Background: an optimization exercise with open tools, aiming at small area, a short achievable clock period and few clock cycles per item. Do not read the settings as production practice. At most, simulation tests tie the RTL to the original design; equivalence was not proved. Function not checked in run 2: the RTL went through the layout flow alone.

==> flow/design.v (outline; a module is shown in full before it is edited, if it fits) <==
// module quad_disc_root: 1347 lines
module quad_disc_root #(
   parameter int W_IN   = quad_pkg::W_IN_DEF,
   parameter int W_DISC = 2*W_IN + 2,
   parameter int W_ROOT = W_IN + 1
) (
   input  logic                     CLK,
   input  logic                     RST,
   input  logic                     START,
   input  logic signed [W_IN-1:0]   A,
   input  logic signed [W_IN-1:0]   B,
   input  logic signed [W_IN-1:0]   C,
   output logic                     BUSY,
   output logic                     DONE,
   output logic signed [W_DISC-1:0] DISC,
   output logic        [W_ROOT-1:0] SQRT,
   output logic                     EXACT,
   output logic        [1:0]        ST
);
  // ...
==> flow/run.sh <==
#!/bin/bash
# synth_recipe.tcl (not shown) runs the flow's synth.tcl, then flattens the netlist and writes it again
# the make line also repeats each setting of config.mk as NAME=value (left out here)
make -C /OpenROAD-flow-scripts/flow DESIGN_CONFIG=/design/flow/config.mk WORK_HOME=/design/flow/orfs CLKGATE_MAP_FILE= SYNTH_SCRIPT=/design/flow/synth_recipe.tcl finish
==> flow/config.mk <==
export PLATFORM = sky130hd
export DESIGN_NAME = quad_disc_root
export DESIGN_NICKNAME = quad_disc_root
export VERILOG_FILES = /design/flow/design.v
export SDC_FILE = /design/flow/constraint.sdc
export NUM_CORES = 4
export LEC_CHECK = 0
export CAP_MARGIN = 20
export CORE_MARGIN = 2
export CORE_UTILIZATION = 30
export SLEW_MARGIN = 20
==> flow/constraint.sdc <==
create_clock -name core_clock -period 13.5 [get_ports {CLK}]
set_input_delay 2.7000 -clock core_clock [delete_from_list [all_inputs] [get_ports {CLK}]]
set_output_delay 2.7000 -clock core_clock [all_outputs]
set_load 0.01 [all_outputs]
==> results.toml, run 1 <==
[status]
run_status = "finished clean"

[route]
ant_nets = 0
top_layer = "met4"
wl_um = 80600

[critical_path]
arrival_ns = 6.41
worst_setup_path_start_kind = "flip-flop"
crit_path_max_incr_delay_ns = 0.67
r2r-end = "m10[5]$_DFF_P_"
critPathMaxFanout = 26
path_buf_inv = 4

[finish]
seq_area_mm2 = 0.0131
signal_buffers = 128
final_cell_mix = "dfxtp_1, inv_1, nand2_1, fa_1, ha_1"
synthToLayoutAreaGrowth_pct = 14.6
largestClassByArea = "multi-input gates"
num-multi-input-gates = 2312

[yosys]
synth-edff-count = 0
synth_cells = 3447
yosys.area_share.simple_pct = 12.9
synthFlopType = "dfxtp_1"

[timing]
finalSetupTns_ns = 0
fin_worst_skew_ns = 0.0245

[global_routing]
grt_use_met1_pct = 18.1

[clock_tree]
cts_setup_buffers = 0
Testbench counts, summed over its fixed seeds: cycles 2,496, items 2,400.
==> run 2, diff against run 1 <==
--- a/flow/design.v
+++ b/flow/design.v
@@ -1024,118 +1024,307 @@
    assign css312 = csc281 ^ csc282 ^ css283;
    assign csc312 = (csc281 & csc282) | (csc281 & css283) | (csc282 & css283);
    wire css313, csc313;
    assign css313 = 1'b1 ^ csc283 ^ csc284;
    assign csc313 = (1'b1 & csc283) | (1'b1 & csc284) | (csc283 & csc284);
    wire cshs15, cshc15;
    assign cshs15 = ~(a0[15] & c0[15]) ^ 1'b1;
    assign cshc15 = ~(a0[15] & c0[15]) & 1'b1;
-   wire cshs16, cshc16;
-   assign cshs16 = b0[1] ^ 1'b1;
-   assign cshc16 = b0[1] & 1'b1;
-   wire css314, csc314;
-   assign css314 = 1'b1 ^ cshc14 ^ css285;
-   assign csc314 = (1'b1 & cshc14) | (1'b1 & css285) | (cshc14 & css285);
-   wire css315, csc315;
-   assign css315 = css233 ^ csc285 ^ css286;
-   assign csc315 = (css233 & csc285) | (css233 & css286) | (csc285 & css286);
-   wire css316, csc316;
-   assign css316 = cshs12 ^ csc286 ^ css287;
-   assign csc316 = (cshs12 & csc286) | (cshs12 & css287) | (csc286 & css287);
-   wire css317, csc317;
-   assign css317 = css236 ^ csc287 ^ css288;
-   assign csc317 = (css236 & csc287) | (css236 & css288) | (csc287 & css288);
-   wire css318, csc318;
-   assign css318 = css238 ^ csc288 ^ css289;
-   assign csc318 = (css238 & csc288) | (css238 & css289) | (csc288 & css289);
-   wire css319, csc319;
-   assign css319 = css240 ^ csc289 ^ css290;
-   assign csc319 = (css240 & csc289) | (css240 & css290) | (csc289 & css290);
-   wire css320, csc320;
-   assign css320 = css242 ^ csc290 ^ css291;
-   assign csc320 = (css242 & csc290) | (css242 & css291) | (csc290 & css291);
-   wire css321, csc321;
-   assign css321 = css244 ^ csc291 ^ css292;
-   assign csc321 = (css244 & csc291) | (css244 & css292) | (csc291 & css292);
-   wire css322, csc322;
-   assign css322 = css246 ^ csc292 ^ css293;
-   assign csc322 = (css246 & csc292) | (css246 & css293) | (csc292 & css293);
-   wire css323, csc323;
-   assign css323 = css248 ^ csc293 ^ css294;
-   assign csc323 = (css248 & csc293) | (css248 & css294) | (csc293 & css294);
-   wire css324, csc324;
-   assign css324 = css250 ^ csc294 ^ css295;
-   assign csc324 = (css250 & csc294) | (css250 & css295) | (csc294 & css295);
-   wire css325, csc325;
-   assign css325 = css252 ^ csc295 ^ css296;
-   assign csc325 = (css252 & csc295) | (css252 & css296) | (csc295 & css296);
-   wire css326, csc326;
-   assign css326 = css254 ^ csc296 ^ css297;
-   assign csc326 = (css254 & csc296) | (css254 & css297) | (csc296 & css297);
-   wire css327, csc327;
-   assign css327 = css256 ^ csc297 ^ css298;
-   assign csc327 = (css256 & csc297) | (css256 & css298) | (csc297 & css298);
-   wire css328, csc328;
-   assign css328 = css258 ^ csc298 ^ css299;
-   assign csc328 = (css258 & csc298) | (css258 & css299) | (csc298 & css299);
-   wire css329, csc329;
-   assign css329 = css260 ^ csc299 ^ css300;
-   assign csc329 = (css260 & csc299) | (css260 & css300) | (csc299 & css300);
-   wire css330, csc330;
-   assign css330 = css262 ^ csc300 ^ css301;
-   assign csc330 = (css262 & csc300) | (css262 & css301) | (csc300 & css301);
-   wire css331, csc331;
-   assign css331 = css264 ^ csc301 ^ css302;
-   assign csc331 = (css264 & csc301) | (css264 & css302) | (csc301 & css302);
-   wire css332, csc332;
-   assign css332 = css266 ^ csc302 ^ css303;
-   assign csc332 = (css266 & csc302) | (css266 & css303) | (csc302 & css303);
-   wire css333, csc333;
-   assign css333 = css268 ^ csc303 ^ css304;
-   assign csc333 = (css268 & csc303) | (css268 & css304) | (csc303 & css304);
-   wire css334, csc334;
-   assign css334 = css270 ^ csc304 ^ css305;
-   assign csc334 = (css270 & csc304) | (css270 & css305) | (csc304 & css305);
-   wire css335, csc335;
-   assign css335 = css272 ^ csc305 ^ css306;
-   assign csc335 = (css272 & csc305) | (css272 & css306) | (csc305 & css306);
-   wire css336, csc336;
-   assign css336 = css274 ^ csc306 ^ css307;
-   assign csc336 = (css274 & csc306) | (css274 & css307) | (csc306 & css307);
-   wire css337, csc337;
-   assign css337 = css276 ^ csc307 ^ css308;
-   assign csc337 = (css276 & csc307) | (css276 & css308) | (csc307 & css308);
-   wire css338, csc338;
-   assign css338 = css278 ^ csc308 ^ css309;
-   assign csc338 = (css278 & csc308) | (css278 & css309) | (csc308 & css309);
-   wire css339, csc339;
-   assign css339 = css280 ^ csc309 ^ css310;
-   assign csc339 = (css280 & csc309) | (css280 & css310) | (csc309 & css310);
-   wire css340, csc340;
-   assign css340 = css282 ^ csc310 ^ css311;
-   assign csc340 = (css282 & csc310) | (css282 & css311) | (csc310 & css311);
-   wire css341, csc341;
-   assign css341 = css284 ^ csc311 ^ css312;
-   assign csc341 = (css284 & csc311) | (css284 & css312) | (csc311 & css312);
-   wire css342, csc342;
-   assign css342 = cshs13 ^ csc312 ^ css313;
-   assign csc342 = (cshs13 & csc312) | (cshs13 & css313) | (csc312 & css313);
-   wire css343, csc343;
-   assign css343 = cshc13 ^ csc313 ^ cshs15;
-   assign csc343 = (cshc13 & csc313) | (cshc13 & cshs15) | (csc313 & cshs15);
    logic        v1, z1;
-   logic [33:0] x1, y1;
+   logic q1_0_0;
+   logic q1_2_0;
+   logic q1_2_1;
+   logic q1_2_2;
+   logic q1_3_0;
+   logic q1_3_1;
+   logic q1_3_2;
+   logic q1_4_0;
+   logic q1_4_1;
+   logic q1_4_2;
+   logic q1_5_0;
+   logic q1_5_1;
+   logic q1_5_2;
+   logic q1_6_0;
+   logic q1_6_1;
+   logic q1_6_2;
+   logic q1_7_0;
+   logic q1_7_1;
+   logic q1_7_2;
+   logic q1_8_0;
+   logic q1_8_1;
+   logic q1_8_2;
+   logic q1_9_0;
+   logic q1_9_1;
+   logic q1_9_2;
+   logic q1_10_0;
+   logic q1_10_1;
+   logic q1_10_2;
+   logic q1_11_0;
+   logic q1_11_1;
+   logic q1_11_2;
+   logic q1_12_0;
+   logic q1_12_1;
+   logic q1_12_2;
+   logic q1_13_0;
+   logic q1_13_1;
+   logic q1_13_2;
+   logic q1_14_0;
+   logic q1_14_1;
+   logic q1_14_2;
+   logic q1_15_0;
+   logic q1_15_1;
+   logic q1_15_2;
+   logic q1_16_0;
+   logic q1_16_1;
+   logic q1_16_2;
+   logic q1_17_0;
+   logic q1_17_1;
+   logic q1_17_2;
+   logic q1_18_0;
+   logic q1_18_1;
+   logic q1_18_2;
+   logic q1_19_0;
+   logic q1_19_1;
+   logic q1_19_2;
+   logic q1_20_0;
+   logic q1_20_1;
+   logic q1_20_2;
+   logic q1_21_0;
+   logic q1_21_1;
+   logic q1_21_2;
+   logic q1_22_0;
+   logic q1_22_1;
+   logic q1_22_2;
+   logic q1_23_0;
+   logic q1_23_1;
+   logic q1_23_2;
+   logic q1_24_0;
+   logic q1_24_1;
+   logic q1_24_2;
+   logic q1_25_0;
+   logic q1_25_1;
+   logic q1_25_2;
+   logic q1_26_0;
+   logic q1_26_1;
+   logic q1_26_2;
+   logic q1_27_0;
+   logic q1_27_1;
+   logic q1_27_2;
+   logic q1_28_0;
+   logic q1_28_1;
+   logic q1_28_2;
+   logic q1_29_0;
+   logic q1_29_1;
+   logic q1_29_2;
+   logic q1_30_0;
+   logic q1_30_1;
+   logic q1_30_2;
+   logic q1_31_0;
+   logic q1_31_1;
+   logic q1_31_2;
+   logic q1_32_0;
+   logic q1_32_1;
+   logic q1_32_2;
+   logic q1_33_0;
    always_ff @(posedge CLK) begin
       v1 <= v0 & ~RST;
       z1 <= (a0 == 16'd0);
-      x1 <= {cshc15, csc342, csc341, csc340, csc339, csc338, csc337, csc336, csc335, csc334, csc333, csc332, csc331, csc330, csc329, csc328, csc327, csc326, csc325, csc324, csc323, csc322, csc321, csc320, csc319, csc318, csc317, csc316, csc315, csc314, cshc16, cshs14, 1'b0, b0[0]};
-      y1 <= {csc343, css343, css342, css341, css340, css339, css338, css337, css336, css335, css334, css333, css332, css331, css330, css329, css328, css327, css326, css325, css324, css323, css322, css321, css320, css319, css318, css317, css316, css315, css314, cshs16, 1'b0, 1'b0};
-   end
-   logic [33:0] d1;
+      q1_0_0 <= b0[0];
+      q1_2_0 <= b0[1];
+      q1_2_1 <= 1'b1;
+      q1_2_2 <= cshs14;
+      q1_3_0 <= 1'b1;
+      q1_3_1 <= cshc14;
+      q1_3_2 <= css285;
+      q1_4_0 <= css233;
+      q1_4_1 <= csc285;
+      q1_4_2 <= css286;
+      q1_5_0 <= cshs12;
+      q1_5_1 <= csc286;
+      q1_5_2 <= css287;
+      q1_6_0 <= css236;
+      q1_6_1 <= csc287;
+      q1_6_2 <= css288;
+      q1_7_0 <= css238;
+      q1_7_1 <= csc288;
+      q1_7_2 <= css289;
+      q1_8_0 <= css240;
+      q1_8_1 <= csc289;
+      q1_8_2 <= css290;
+      q1_9_0 <= css242;
+      q1_9_1 <= csc290;
+      q1_9_2 <= css291;
+      q1_10_0 <= css244;
+      q1_10_1 <= csc291;
+      q1_10_2 <= css292;
+      q1_11_0 <= css246;
+      q1_11_1 <= csc292;
+      q1_11_2 <= css293;
+      q1_12_0 <= css248;
+      q1_12_1 <= csc293;
+      q1_12_2 <= css294;
+      q1_13_0 <= css250;
+      q1_13_1 <= csc294;
+      q1_13_2 <= css295;
+      q1_14_0 <= css252;
+      q1_14_1 <= csc295;
+      q1_14_2 <= css296;
+      q1_15_0 <= css254;
+      q1_15_1 <= csc296;
+      q1_15_2 <= css297;
+      q1_16_0 <= css256;
+      q1_16_1 <= csc297;
+      q1_16_2 <= css298;
+      q1_17_0 <= css258;
+      q1_17_1 <= csc298;
+      q1_17_2 <= css299;
+      q1_18_0 <= css260;
+      q1_18_1 <= csc299;
+      q1_18_2 <= css300;
+      q1_19_0 <= css262;
+      q1_19_1 <= csc300;
+      q1_19_2 <= css301;
+      q1_20_0 <= css264;
+      q1_20_1 <= csc301;
+      q1_20_2 <= css302;
+      q1_21_0 <= css266;
+      q1_21_1 <= csc302;
+      q1_21_2 <= css303;
+      q1_22_0 <= css268;
+      q1_22_1 <= csc303;
+      q1_22_2 <= css304;
+      q1_23_0 <= css270;
+      q1_23_1 <= csc304;
+      q1_23_2 <= css305;
+      q1_24_0 <= css272;
+      q1_24_1 <= csc305;
+      q1_24_2 <= css306;
+      q1_25_0 <= css274;
+      q1_25_1 <= csc306;
+      q1_25_2 <= css307;
+      q1_26_0 <= css276;
+      q1_26_1 <= csc307;
+      q1_26_2 <= css308;
+      q1_27_0 <= css278;
+      q1_27_1 <= csc308;
+      q1_27_2 <= css309;
+      q1_28_0 <= css280;
+      q1_28_1 <= csc309;
+      q1_28_2 <= css310;
+      q1_29_0 <= css282;
+      q1_29_1 <= csc310;
+      q1_29_2 <= css311;
+      q1_30_0 <= css284;
+      q1_30_1 <= csc311;
+      q1_30_2 <= css312;
+      q1_31_0 <= cshs13;
+      q1_31_1 <= csc312;
+      q1_31_2 <= css313;
+      q1_32_0 <= cshc13;
+      q1_32_1 <= csc313;
+      q1_32_2 <= cshs15;
+      q1_33_0 <= cshc15;
+   end
+   wire cths0, cthc0;
+   assign cths0 = q1_2_0 ^ q1_2_1;
+   assign cthc0 = q1_2_0 & q1_2_1;
+   wire cts0, ctc0;
+   assign cts0 = q1_3_0 ^ q1_3_1 ^ q1_3_2;
+   assign ctc0 = (q1_3_0 & q1_3_1) | (q1_3_0 & q1_3_2) | (q1_3_1 & q1_3_2);
+   wire cts1, ctc1;
+   assign cts1 = q1_4_0 ^ q1_4_1 ^ q1_4_2;
+   assign ctc1 = (q1_4_0 & q1_4_1) | (q1_4_0 & q1_4_2) | (q1_4_1 & q1_4_2);
+   wire cts2, ctc2;
+   assign cts2 = q1_5_0 ^ q1_5_1 ^ q1_5_2;
+   assign ctc2 = (q1_5_0 & q1_5_1) | (q1_5_0 & q1_5_2) | (q1_5_1 & q1_5_2);
+   wire cts3, ctc3;
+   assign cts3 = q1_6_0 ^ q1_6_1 ^ q1_6_2;
+   assign ctc3 = (q1_6_0 & q1_6_1) | (q1_6_0 & q1_6_2) | (q1_6_1 & q1_6_2);
+   wire cts4, ctc4;
+   assign cts4 = q1_7_0 ^ q1_7_1 ^ q1_7_2;
+   assign ctc4 = (q1_7_0 & q1_7_1) | (q1_7_0 & q1_7_2) | (q1_7_1 & q1_7_2);
+   wire cts5, ctc5;
+   assign cts5 = q1_8_0 ^ q1_8_1 ^ q1_8_2;
+   assign ctc5 = (q1_8_0 & q1_8_1) | (q1_8_0 & q1_8_2) | (q1_8_1 & q1_8_2);
+   wire cts6, ctc6;
+   assign cts6 = q1_9_0 ^ q1_9_1 ^ q1_9_2;
+   assign ctc6 = (q1_9_0 & q1_9_1) | (q1_9_0 & q1_9_2) | (q1_9_1 & q1_9_2);
+   wire cts7, ctc7;
+   assign cts7 = q1_10_0 ^ q1_10_1 ^ q1_10_2;
+   assign ctc7 = (q1_10_0 & q1_10_1) | (q1_10_0 & q1_10_2) | (q1_10_1 & q1_10_2);
+   wire cts8, ctc8;
+   assign cts8 = q1_11_0 ^ q1_11_1 ^ q1_11_2;
+   assign ctc8 = (q1_11_0 & q1_11_1) | (q1_11_0 & q1_11_2) | (q1_11_1 & q1_11_2);
+   wire cts9, ctc9;
+   assign cts9 = q1_12_0 ^ q1_12_1 ^ q1_12_2;
+   assign ctc9 = (q1_12_0 & q1_12_1) | (q1_12_0 & q1_12_2) | (q1_12_1 & q1_12_2);
+   wire cts10, ctc10;
+   assign cts10 = q1_13_0 ^ q1_13_1 ^ q1_13_2;
+   assign ctc10 = (q1_13_0 & q1_13_1) | (q1_13_0 & q1_13_2) | (q1_13_1 & q1_13_2);
+   wire cts11, ctc11;
+   assign cts11 = q1_14_0 ^ q1_14_1 ^ q1_14_2;
+   assign ctc11 = (q1_14_0 & q1_14_1) | (q1_14_0 & q1_14_2) | (q1_14_1 & q1_14_2);
+   wire cts12, ctc12;
+   assign cts12 = q1_15_0 ^ q1_15_1 ^ q1_15_2;
+   assign ctc12 = (q1_15_0 & q1_15_1) | (q1_15_0 & q1_15_2) | (q1_15_1 & q1_15_2);
+   wire cts13, ctc13;
+   assign cts13 = q1_16_0 ^ q1_16_1 ^ q1_16_2;
+   assign ctc13 = (q1_16_0 & q1_16_1) | (q1_16_0 & q1_16_2) | (q1_16_1 & q1_16_2);
+   wire cts14, ctc14;
+   assign cts14 = q1_17_0 ^ q1_17_1 ^ q1_17_2;
+   assign ctc14 = (q1_17_0 & q1_17_1) | (q1_17_0 & q1_17_2) | (q1_17_1 & q1_17_2);
+   wire cts15, ctc15;
+   assign cts15 = q1_18_0 ^ q1_18_1 ^ q1_18_2;
+   assign ctc15 = (q1_18_0 & q1_18_1) | (q1_18_0 & q1_18_2) | (q1_18_1 & q1_18_2);
+   wire cts16, ctc16;
+   assign cts16 = q1_19_0 ^ q1_19_1 ^ q1_19_2;
+   assign ctc16 = (q1_19_0 & q1_19_1) | (q1_19_0 & q1_19_2) | (q1_19_1 & q1_19_2);
+   wire cts17, ctc17;
+   assign cts17 = q1_20_0 ^ q1_20_1 ^ q1_20_2;
+   assign ctc17 = (q1_20_0 & q1_20_1) | (q1_20_0 & q1_20_2) | (q1_20_1 & q1_20_2);
+   wire cts18, ctc18;
+   assign cts18 = q1_21_0 ^ q1_21_1 ^ q1_21_2;
+   assign ctc18 = (q1_21_0 & q1_21_1) | (q1_21_0 & q1_21_2) | (q1_21_1 & q1_21_2);
+   wire cts19, ctc19;
+   assign cts19 = q1_22_0 ^ q1_22_1 ^ q1_22_2;
+   assign ctc19 = (q1_22_0 & q1_22_1) | (q1_22_0 & q1_22_2) | (q1_22_1 & q1_22_2);
+   wire cts20, ctc20;
+   assign cts20 = q1_23_0 ^ q1_23_1 ^ q1_23_2;
+   assign ctc20 = (q1_23_0 & q1_23_1) | (q1_23_0 & q1_23_2) | (q1_23_1 & q1_23_2);
+   wire cts21, ctc21;
+   assign cts21 = q1_24_0 ^ q1_24_1 ^ q1_24_2;
+   assign ctc21 = (q1_24_0 & q1_24_1) | (q1_24_0 & q1_24_2) | (q1_24_1 & q1_24_2);
+   wire cts22, ctc22;
+   assign cts22 = q1_25_0 ^ q1_25_1 ^ q1_25_2;
+   assign ctc22 = (q1_25_0 & q1_25_1) | (q1_25_0 & q1_25_2) | (q1_25_1 & q1_25_2);
+   wire cts23, ctc23;
+   assign cts23 = q1_26_0 ^ q1_26_1 ^ q1_26_2;
+   assign ctc23 = (q1_26_0 & q1_26_1) | (q1_26_0 & q1_26_2) | (q1_26_1 & q1_26_2);
+   wire cts24, ctc24;
+   assign cts24 = q1_27_0 ^ q1_27_1 ^ q1_27_2;
+   assign ctc24 = (q1_27_0 & q1_27_1) | (q1_27_0 & q1_27_2) | (q1_27_1 & q1_27_2);
+   wire cts25, ctc25;
+   assign cts25 = q1_28_0 ^ q1_28_1 ^ q1_28_2;
+   assign ctc25 = (q1_28_0 & q1_28_1) | (q1_28_0 & q1_28_2) | (q1_28_1 & q1_28_2);
+   wire cts26, ctc26;
+   assign cts26 = q1_29_0 ^ q1_29_1 ^ q1_29_2;
+   assign ctc26 = (q1_29_0 & q1_29_1) | (q1_29_0 & q1_29_2) | (q1_29_1 & q1_29_2);
+   wire cts27, ctc27;
+   assign cts27 = q1_30_0 ^ q1_30_1 ^ q1_30_2;
+   assign ctc27 = (q1_30_0 & q1_30_1) | (q1_30_0 & q1_30_2) | (q1_30_1 & q1_30_2);
+   wire cts28, ctc28;
+   assign cts28 = q1_31_0 ^ q1_31_1 ^ q1_31_2;
+   assign ctc28 = (q1_31_0 & q1_31_1) | (q1_31_0 & q1_31_2) | (q1_31_1 & q1_31_2);
+   wire cts29, ctc29;
+   assign cts29 = q1_32_0 ^ q1_32_1 ^ q1_32_2;
+   assign ctc29 = (q1_32_0 & q1_32_1) | (q1_32_0 & q1_32_2) | (q1_32_1 & q1_32_2);
+   logic [33:0] x1, y1, d1;
+   assign x1 = {q1_33_0, ctc28, ctc27, ctc26, ctc25, ctc24, ctc23, ctc22, ctc21, ctc20, ctc19, ctc18, ctc17, ctc16, ctc15, ctc14, ctc13, ctc12, ctc11, ctc10, ctc9, ctc8, ctc7, ctc6, ctc5, ctc4, ctc3, ctc2, ctc1, ctc0, cthc0, q1_2_2, 1'b0, q1_0_0};
+   assign y1 = {ctc29, cts29, cts28, cts27, cts26, cts25, cts24, cts23, cts22, cts21, cts20, cts19, cts18, cts17, cts16, cts15, cts14, cts13, cts12, cts11, cts10, cts9, cts8, cts7, cts6, cts5, cts4, cts3, cts2, cts1, cts0, cths0, 1'b0, 1'b0};
    assign d1 = x1 + y1;
    logic [3:0] t2_0;
    logic [0:0] r2_0;
    logic [1:0] m2_0;
    assign t2_0 = 4'(d1[33:32]) - 4'(2'b01);
    assign r2_0 = ~t2_0[3];
    assign m2_0 = t2_0[3] ? 2'(d1[33:32]) : t2_0[1:0];
    logic        v2, z2;
@@ -1196,167 +1385,233 @@
       m4 <= m4_1;
    end
    logic [8:0] t5_0;
    logic [5:0] r5_0;
    logic [6:0] m5_0;
    assign t5_0 = 9'({m4, d4[23:22]}) - 9'({r4, 2'b01});
    assign r5_0 = {r4, ~t5_0[8]};
    assign m5_0 = t5_0[8] ? 7'({m4, d4[23:22]}) : t5_0[6:0];
-   logic [9:0] t5_1;
-   logic [6:0] r5_1;
-   logic [7:0] m5_1;
-   assign t5_1 = 10'({m5_0, d4[21:20]}) - 10'({r5_0, 2'b01});
-   assign r5_1 = {r5_0, ~t5_1[9]};
-   assign m5_1 = t5_1[9] ? 8'({m5_0, d4[21:20]}) : t5_1[7:0];
    logic        v5, z5;
    logic [33:0] d5;
-   logic [6:0] r5;
-   logic [7:0] m5;
+   logic [5:0] r5;
+   logic [6:0] m5;
    always_ff @(posedge CLK) begin
       v5 <= v4 & ~RST;
       z5 <= z4;
       d5 <= d4;
-      r5 <= r5_1;
-      m5 <= m5_1;
+      r5 <= r5_0;
+      m5 <= m5_0;
    end
-   logic [10:0] t6_0;
-   logic [7:0] r6_0;
-   logic [8:0] m6_0;
-   assign t6_0 = 11'({m5, d5[19:18]}) - 11'({r5, 2'b01});
-   assign r6_0 = {r5, ~t6_0[10]};
-   assign m6_0 = t6_0[10] ? 9'({m5, d5[19:18]}) : t6_0[8:0];
-   logic [11:0] t6_1;
-   logic [8:0] r6_1;
-   logic [9:0] m6_1;
-   assign t6_1 = 12'({m6_0, d5[17:16]}) - 12'({r6_0, 2'b01});
-   assign r6_1 = {r6_0, ~t6_1[11]};
-   assign m6_1 = t6_1[11] ? 10'({m6_0, d5[17:16]}) : t6_1[9:0];
+   logic [9:0] t6_0;
+   logic [6:0] r6_0;
+   logic [7:0] m6_0;
+   assign t6_0 = 10'({m5, d5[21:20]}) - 10'({r5, 2'b01});
+   assign r6_0 = {r5, ~t6_0[9]};
+   assign m6_0 = t6_0[9] ? 8'({m5, d5[21:20]}) : t6_0[7:0];
    logic        v6, z6;
    logic [33:0] d6;
-   logic [8:0] r6;
-   logic [9:0] m6;
+   logic [6:0] r6;
+   logic [7:0] m6;
    always_ff @(posedge CLK) begin
       v6 <= v5 & ~RST;
       z6 <= z5;
       d6 <= d5;
-      r6 <= r6_1;
-      m6 <= m6_1;
+      r6 <= r6_0;
+      m6 <= m6_0;
    end
-   logic [12:0] t7_0;
-   logic [9:0] r7_0;
-   logic [10:0] m7_0;
-   assign t7_0 = 13'({m6, d6[15:14]}) - 13'({r6, 2'b01});
-   assign r7_0 = {r6, ~t7_0[12]};
-   assign m7_0 = t7_0[12] ? 11'({m6, d6[15:14]}) : t7_0[10:0];
-   logic [13:0] t7_1;
-   logic [10:0] r7_1;
-   logic [11:0] m7_1;
-   assign t7_1 = 14'({m7_0, d6[13:12]}) - 14'({r7_0, 2'b01});
-   assign r7_1 = {r7_0, ~t7_1[13]};
-   assign m7_1 = t7_1[13] ? 12'({m7_0, d6[13:12]}) : t7_1[11:0];
+   logic [10:0] t7_0;
+   logic [7:0] r7_0;
+   logic [8:0] m7_0;
+   assign t7_0 = 11'({m6, d6[19:18]}) - 11'({r6, 2'b01});
+   assign r7_0 = {r6, ~t7_0[10]};
+   assign m7_0 = t7_0[10] ? 9'({m6, d6[19:18]}) : t7_0[8:0];
    logic        v7, z7;
    logic [33:0] d7;
-   logic [10:0] r7;
-   logic [11:0] m7;
+   logic [7:0] r7;
+   logic [8:0] m7;
    always_ff @(posedge CLK) begin
       v7 <= v6 & ~RST;
       z7 <= z6;
       d7 <= d6;
-      r7 <= r7_1;
-      m7 <= m7_1;
+      r7 <= r7_0;
+      m7 <= m7_0;
    end
-   logic [14:0] t8_0;
-   logic [11:0] r8_0;
-   logic [12:0] m8_0;
-   assign t8_0 = 15'({m7, d7[11:10]}) - 15'({r7, 2'b01});
-   assign r8_0 = {r7, ~t8_0[14]};
-   assign m8_0 = t8_0[14] ? 13'({m7, d7[11:10]}) : t8_0[12:0];
-   logic [15:0] t8_1;
-   logic [12:0] r8_1;
-   logic [13:0] m8_1;
-   assign t8_1 = 16'({m8_0, d7[9:8]}) - 16'({r8_0, 2'b01});
-   assign r8_1 = {r8_0, ~t8_1[15]};
-   assign m8_1 = t8_1[15] ? 14'({m8_0, d7[9:8]}) : t8_1[13:0];
+   logic [11:0] t8_0;
+   logic [8:0] r8_0;
+   logic [9:0] m8_0;
+   assign t8_0 = 12'({m7, d7[17:16]}) - 12'({r7, 2'b01});
+   assign r8_0 = {r7, ~t8_0[11]};
+   assign m8_0 = t8_0[11] ? 10'({m7, d7[17:16]}) : t8_0[9:0];
    logic        v8, z8;
    logic [33:0] d8;
-   logic [12:0] r8;
-   logic [13:0] m8;
+   logic [8:0] r8;
+   logic [9:0] m8;
    always_ff @(posedge CLK) begin
       v8 <= v7 & ~RST;
       z8 <= z7;
       d8 <= d7;
-      r8 <= r8_1;
-      m8 <= m8_1;
+      r8 <= r8_0;
+      m8 <= m8_0;
    end
-   logic [16:0] t9_0;
-   logic [13:0] r9_0;
-   logic [14:0] m9_0;
-   assign t9_0 = 17'({m8, d8[7:6]}) - 17'({r8, 2'b01});
-   assign r9_0 = {r8, ~t9_0[16]};
-   assign m9_0 = t9_0[16] ? 15'({m8, d8[7:6]}) : t9_0[14:0];
-   logic [17:0] t9_1;
-   logic [14:0] r9_1;
-   logic [15:0] m9_1;
-   assign t9_1 = 18'({m9_0, d8[5:4]}) - 18'({r9_0, 2'b01});
-   assign r9_1 = {r9_0, ~t9_1[17]};
-   assign m9_1 = t9_1[17] ? 16'({m9_0, d8[5:4]}) : t9_1[15:0];
+   logic [12:0] t9_0;
+   logic [9:0] r9_0;
+   logic [10:0] m9_0;
+   assign t9_0 = 13'({m8, d8[15:14]}) - 13'({r8, 2'b01});
+   assign r9_0 = {r8, ~t9_0[12]};
+   assign m9_0 = t9_0[12] ? 11'({m8, d8[15:14]}) : t9_0[10:0];
    logic        v9, z9;
    logic [33:0] d9;
-   logic [14:0] r9;
-   logic [15:0] m9;
+   logic [9:0] r9;
+   logic [10:0] m9;
    always_ff @(posedge CLK) begin
       v9 <= v8 & ~RST;
       z9 <= z8;
       d9 <= d8;
-      r9 <= r9_1;
-      m9 <= m9_1;
+      r9 <= r9_0;
+      m9 <= m9_0;
    end
-   logic [18:0] t10_0;
-   logic [15:0] r10_0;
-   logic [16:0] m10_0;
-   assign t10_0 = 19'({m9, d9[3:2]}) - 19'({r9, 2'b01});
-   assign r10_0 = {r9, ~t10_0[18]};
-   assign m10_0 = t10_0[18] ? 17'({m9, d9[3:2]}) : t10_0[16:0];
-   logic [19:0] t10_1;
-   logic [16:0] r10_1;
-   logic [17:0] m10_1;
-   assign t10_1 = 20'({m10_0, d9[1:0]}) - 20'({r10_0, 2'b01});
-   assign r10_1 = {r10_0, ~t10_1[19]};
-   assign m10_1 = t10_1[19] ? 18'({m10_0, d9[1:0]}) : t10_1[17:0];
+   logic [13:0] t10_0;
+   logic [10:0] r10_0;
+   logic [11:0] m10_0;
+   assign t10_0 = 14'({m9, d9[13:12]}) - 14'({r9, 2'b01});
+   assign r10_0 = {r9, ~t10_0[13]};
+   assign m10_0 = t10_0[13] ? 12'({m9, d9[13:12]}) : t10_0[11:0];
    logic        v10, z10;
    logic [33:0] d10;
-   logic [16:0] r10;
-   logic [17:0] m10;
+   logic [10:0] r10;
+   logic [11:0] m10;
    always_ff @(posedge CLK) begin
       v10 <= v9 & ~RST;
       z10 <= z9;
       d10 <= d9;
-      r10 <= r10_1;
-      m10 <= m10_1;
+      r10 <= r10_0;
+      m10 <= m10_0;
+   end
+   logic [14:0] t11_0;
+   logic [11:0] r11_0;
+   logic [12:0] m11_0;
+   assign t11_0 = 15'({m10, d10[11:10]}) - 15'({r10, 2'b01});
+   assign r11_0 = {r10, ~t11_0[14]};
+   assign m11_0 = t11_0[14] ? 13'({m10, d10[11:10]}) : t11_0[12:0];
+   logic        v11, z11;
+   logic [33:0] d11;
+   logic [11:0] r11;
+   logic [12:0] m11;
+   always_ff @(posedge CLK) begin
+      v11 <= v10 & ~RST;
+      z11 <= z10;
+      d11 <= d10;
+      r11 <= r11_0;
+      m11 <= m11_0;
+   end
+   logic [15:0] t12_0;
+   logic [12:0] r12_0;
+   logic [13:0] m12_0;
+   assign t12_0 = 16'({m11, d11[9:8]}) - 16'({r11, 2'b01});
+   assign r12_0 = {r11, ~t12_0[15]};
+   assign m12_0 = t12_0[15] ? 14'({m11, d11[9:8]}) : t12_0[13:0];
+   logic        v12, z12;
+   logic [33:0] d12;
+   logic [12:0] r12;
+   logic [13:0] m12;
+   always_ff @(posedge CLK) begin
+      v12 <= v11 & ~RST;
+      z12 <= z11;
+      d12 <= d11;
+      r12 <= r12_0;
+      m12 <= m12_0;
+   end
+   logic [16:0] t13_0;
+   logic [13:0] r13_0;
+   logic [14:0] m13_0;
+   assign t13_0 = 17'({m12, d12[7:6]}) - 17'({r12, 2'b01});
+   assign r13_0 = {r12, ~t13_0[16]};
+   assign m13_0 = t13_0[16] ? 15'({m12, d12[7:6]}) : t13_0[14:0];
+   logic        v13, z13;
+   logic [33:0] d13;
+   logic [13:0] r13;
+   logic [14:0] m13;
+   always_ff @(posedge CLK) begin
+      v13 <= v12 & ~RST;
+      z13 <= z12;
+      d13 <= d12;
+      r13 <= r13_0;
+      m13 <= m13_0;
+   end
+   logic [17:0] t14_0;
+   logic [14:0] r14_0;
+   logic [15:0] m14_0;
+   assign t14_0 = 18'({m13, d13[5:4]}) - 18'({r13, 2'b01});
+   assign r14_0 = {r13, ~t14_0[17]};
+   assign m14_0 = t14_0[17] ? 16'({m13, d13[5:4]}) : t14_0[15:0];
+   logic        v14, z14;
+   logic [33:0] d14;
+   logic [14:0] r14;
+   logic [15:0] m14;
+   always_ff @(posedge CLK) begin
+      v14 <= v13 & ~RST;
+      z14 <= z13;
+      d14 <= d13;
+      r14 <= r14_0;
+      m14 <= m14_0;
+   end
+   logic [18:0] t15_0;
+   logic [15:0] r15_0;
+   logic [16:0] m15_0;
+   assign t15_0 = 19'({m14, d14[3:2]}) - 19'({r14, 2'b01});
+   assign r15_0 = {r14, ~t15_0[18]};
+   assign m15_0 = t15_0[18] ? 17'({m14, d14[3:2]}) : t15_0[16:0];
+   logic        v15, z15;
+   logic [33:0] d15;
+   logic [15:0] r15;
+   logic [16:0] m15;
+   always_ff @(posedge CLK) begin
+      v15 <= v14 & ~RST;
+      z15 <= z14;
+      d15 <= d14;
+      r15 <= r15_0;
+      m15 <= m15_0;
+   end
+   logic [19:0] t16_0;
+   logic [16:0] r16_0;
+   logic [17:0] m16_0;
+   assign t16_0 = 20'({m15, d15[1:0]}) - 20'({r15, 2'b01});
+   assign r16_0 = {r15, ~t16_0[19]};
+   assign m16_0 = t16_0[19] ? 18'({m15, d15[1:0]}) : t16_0[17:0];
+   logic        v16, z16;
+   logic [33:0] d16;
+   logic [16:0] r16;
+   logic [17:0] m16;
+   always_ff @(posedge CLK) begin
+      v16 <= v15 & ~RST;
+      z16 <= z15;
+      d16 <= d15;
+      r16 <= r16_0;
+      m16 <= m16_0;
    end
    logic [1:0] st_n;
    always_comb begin
-      if (z10)               st_n = quad_pkg::ST_DEGEN;
-      else if (d10[33])      st_n = quad_pkg::ST_NONE;
-      else if (d10 == 34'd0) st_n = quad_pkg::ST_DOUBLE;
+      if (z16)               st_n = quad_pkg::ST_DEGEN;
+      else if (d16[33])      st_n = quad_pkg::ST_NONE;
+      else if (d16 == 34'd0) st_n = quad_pkg::ST_DOUBLE;
       else                   st_n = quad_pkg::ST_TWO;
    end
    always_ff @(posedge CLK) begin
       if (RST) begin
          DONE  <= 1'b0;
          DISC  <= '0;
          SQRT  <= '0;
          EXACT <= 1'b0;
          ST    <= quad_pkg::ST_NONE;
       end else begin
-         DONE <= v10;
-         if (v10) begin
-            DISC  <= d10;
-            SQRT  <= (st_n == quad_pkg::ST_TWO) ? r10 : 17'd0;
+         DONE <= v16;
+         if (v16) begin
+            DISC  <= d16;
+            SQRT  <= (st_n == quad_pkg::ST_TWO) ? r16 : 17'd0;
             EXACT <= (st_n == quad_pkg::ST_DOUBLE) ||
-                     (st_n == quad_pkg::ST_TWO && m10 == 18'd0);
+                     (st_n == quad_pkg::ST_TWO && m16 == 18'd0);
             ST    <= st_n;
          end
       end
    end
    assign BUSY = 1'b0;
 endmodule
==> results.toml, run 2 <==
[yosys]
syn_area_mm2 = 0.0420
synthFlopType = "dfxtp_1"
ys_ff_latch = 1032
synth.most_common_cell = "dfxtp_1"
synthTopCellsByArea = "dfxtp_1, fa_1, ha_1, inv_1, xnor2_1"
synth_top_cell_area_share_pct = 49.2
synth-edff-count = 0
synthArstFlopShare_pct = 0
syn_avg_cell_area_um2 = 11.1
synthTopCellsByCount = "dfxtp_1, inv_1, nand2_1, fa_1, ha_1"
synth_cells = 3770
ys_seq_area_share_pct = 49.2
yosys_warnings = 1
yosys.area.top_type = "dfxtp_1"
post_synth_num_cell_types = 82

[timing]
grt_setup_unrepaired = "false"
relSlewSlack_pct = 29.7
hold_viol = 0
maxSlewViolCount = 0
fmax_mhz = 229
worst_slew_pin_slew_ns = 1.05
finalCritPeriodShare_pct = 32.3
finalSetupTns_ns = 0
setup_viol = 0
fin_worst_skew_ns = 0.0581
period_needed_ns = 4.36

[clock_tree]
cts_buffers = 100
clkTransAtPathRegs_ns = 0.06
post_cts_resized = 0
hold_buffers = 0
clock-sinks = 1032
clock_latency_ns = 0.72
clockBufferDepth = 3
cts_root_buf = "clkbuf_16"
htree_levels = 3
cts_tree = "yes"
cts_setup_buffers = 0

[critical_path]
critPathMaxFanout = 2
path_delay_family = "buffers and inverters"
worst_setup_path_start_kind = "flip-flop"
crit_type = "flip-flop to output port"
cp-end-kind = "output port"
path_buf_inv = 1
arrival_ns = 1.66
crit_path_max_incr_delay_ns = 0.56
cp_cell_sequence = "clkdlybuf4s50_1"
rrSetupSlack_ns = 9.35
crit_required_ns = 10.80
crit_slowest_cell = "clkdlybuf4s50_1"

[floorplanning]
die_area_mm2 = 0.143
die_w_um = 378
die_h_um = 378
core_area_mm2 = 0.139
initial_core_util_pct = 30.1
io_pins = 107
rows = 137

[placed_design]
hpwl_um = 57400
port_buffers = 104
place_congestion = 0.848

[route]
drc_errors = 0
vias = 24700
wl_um = 79000
drtPass1Iterations = 5
drtIter0Drc = 1178
via_per_inst = 4.23
ant_nets = 0
avgRoutedWirePerCell_um = 13.5

[finish]
multi_input_area_mm2 = 0.0192
final_nets = 4432
seq_area_mm2 = 0.0207
nFillCells = 13800
n_antenna_cell = 0
final_cell_mix = "dfxtp_1, inv_1, nand2_1, fa_1, ha_1"
final_common_cell = "dfxtp_1"
drive_above_1_share_pct = 8.03
synthToLayoutAreaGrowth_pct = 16.1

[global_routing]
grt_max_degree = 56
gr-total-overflow = 0
grt_pass1_wl_um = 130000
top_usage_layer = "met2"
grt_use_met1_pct = 14.8
antenna_found_initial = 1
use_met3_pct = 2.36
grt_pass1_vias = 25100
gr-usage-met2_pct = 18.2
globalRouteTotalUtil_pct = 11.3

[run]
drv_cap = 0

[min_path]
hp-class = "flip-flop to flip-flop"

[status]
run_status = "finished clean"
## run 2: cell families after synthesis
kind of cell    Yosys count  synth area share (%)
flops                  1032                  49.2
buf+inv                 545                  4.99
fa+ha+maj               515                  20.2
simple gates            845                  9.61
xor+xnor                234                  4.88
other cells               1               0.00894
mux                     139                  3.71
compound gates          459                  7.38
## run 2: final cells by class
| cell class | count | share of cell area [%] |
|---|---|---|
| Clock buffer | 125 | 5.60 |
| Inverter | 439 | 3.38 |
| Clock inverter | 63 | 1.97 |
| Tap cell | 1876 | 4.82 |
| Timing Repair Buffer | 121 | 2.39 |
| Multi-Input combinational cell | 2194 | 39.4 |
| Sequential cell | 1032 | 42.4 |
## run 2: stage by stage
stage | area [um^2] | hold WS, ns | util [%] | worst slack, ns | instances
detailed placement | 45000 | 0.312 | 32.4 | 9.00 | 5662
global route | 48700 | 0.299 | 35.0 | 9.03 | 5850
finish | 48700 | 0.291 | 35.0 | 9.14 | 5850
floorplan | 42000 | 0.310 | - | 9.49 | 3771
global placement | 45000 | 0.310 | 32.4 | 9.07 | 5662
CTS | 48700 | 0.285 | 35.0 | 9.03 | 5850
## run 2: final timing paths
check                     to  cells after the start                  start
min            d9[4]$_DFF_P_                      0          d8[4]$_DFF_P_
max                 DISC[26]                      1  DISC[26]$_SDFFE_PP0P_
max reg2reg  q1_21_2$_DFF_P_                      9         c0[12]$_DFF_P_
min reg2reg    d9[4]$_DFF_P_                      0          d8[4]$_DFF_P_
## run 2: layer usage
metal	share of wire (%)	wire, um	vias up
li1	-	-	12400
met1	46	36600	11600
met2	45	35600	592
met3	5.7	4490	169
met4	3.1	2420	0
met5	0	0	-

==> static timing again, ports no longer ideal <==
In the flow no input, the clock included, has a driving cell. The finished layouts below were timed again as built, in two steps. Step 1 (the two cells are an assumption about what drives the block):
set clk [get_ports {CLK}]
set_driving_cell -lib_cell sky130_fd_sc_hd__clkbuf_16 $clk
set_driving_cell -lib_cell sky130_fd_sc_hd__buf_2 [delete_from_list [all_inputs] $clk]
Step 2 moves the port delays by t, midway between the first and last clock arrival at a register: inputs arrive t later, outputs are due t later. That takes back most of the time a late clock gives input paths. Three values: ideal ports, drivers, drivers and shift; two values: the first two.
run	t, ns	setup slack, ns	worst setup path after step 2
run 1	0.675	7.581 / 7.581 / 7.581	register to register
run 2	0.758	9.138 / 9.071 / 9.169	input to register
After both steps every run listed still meets setup and hold.
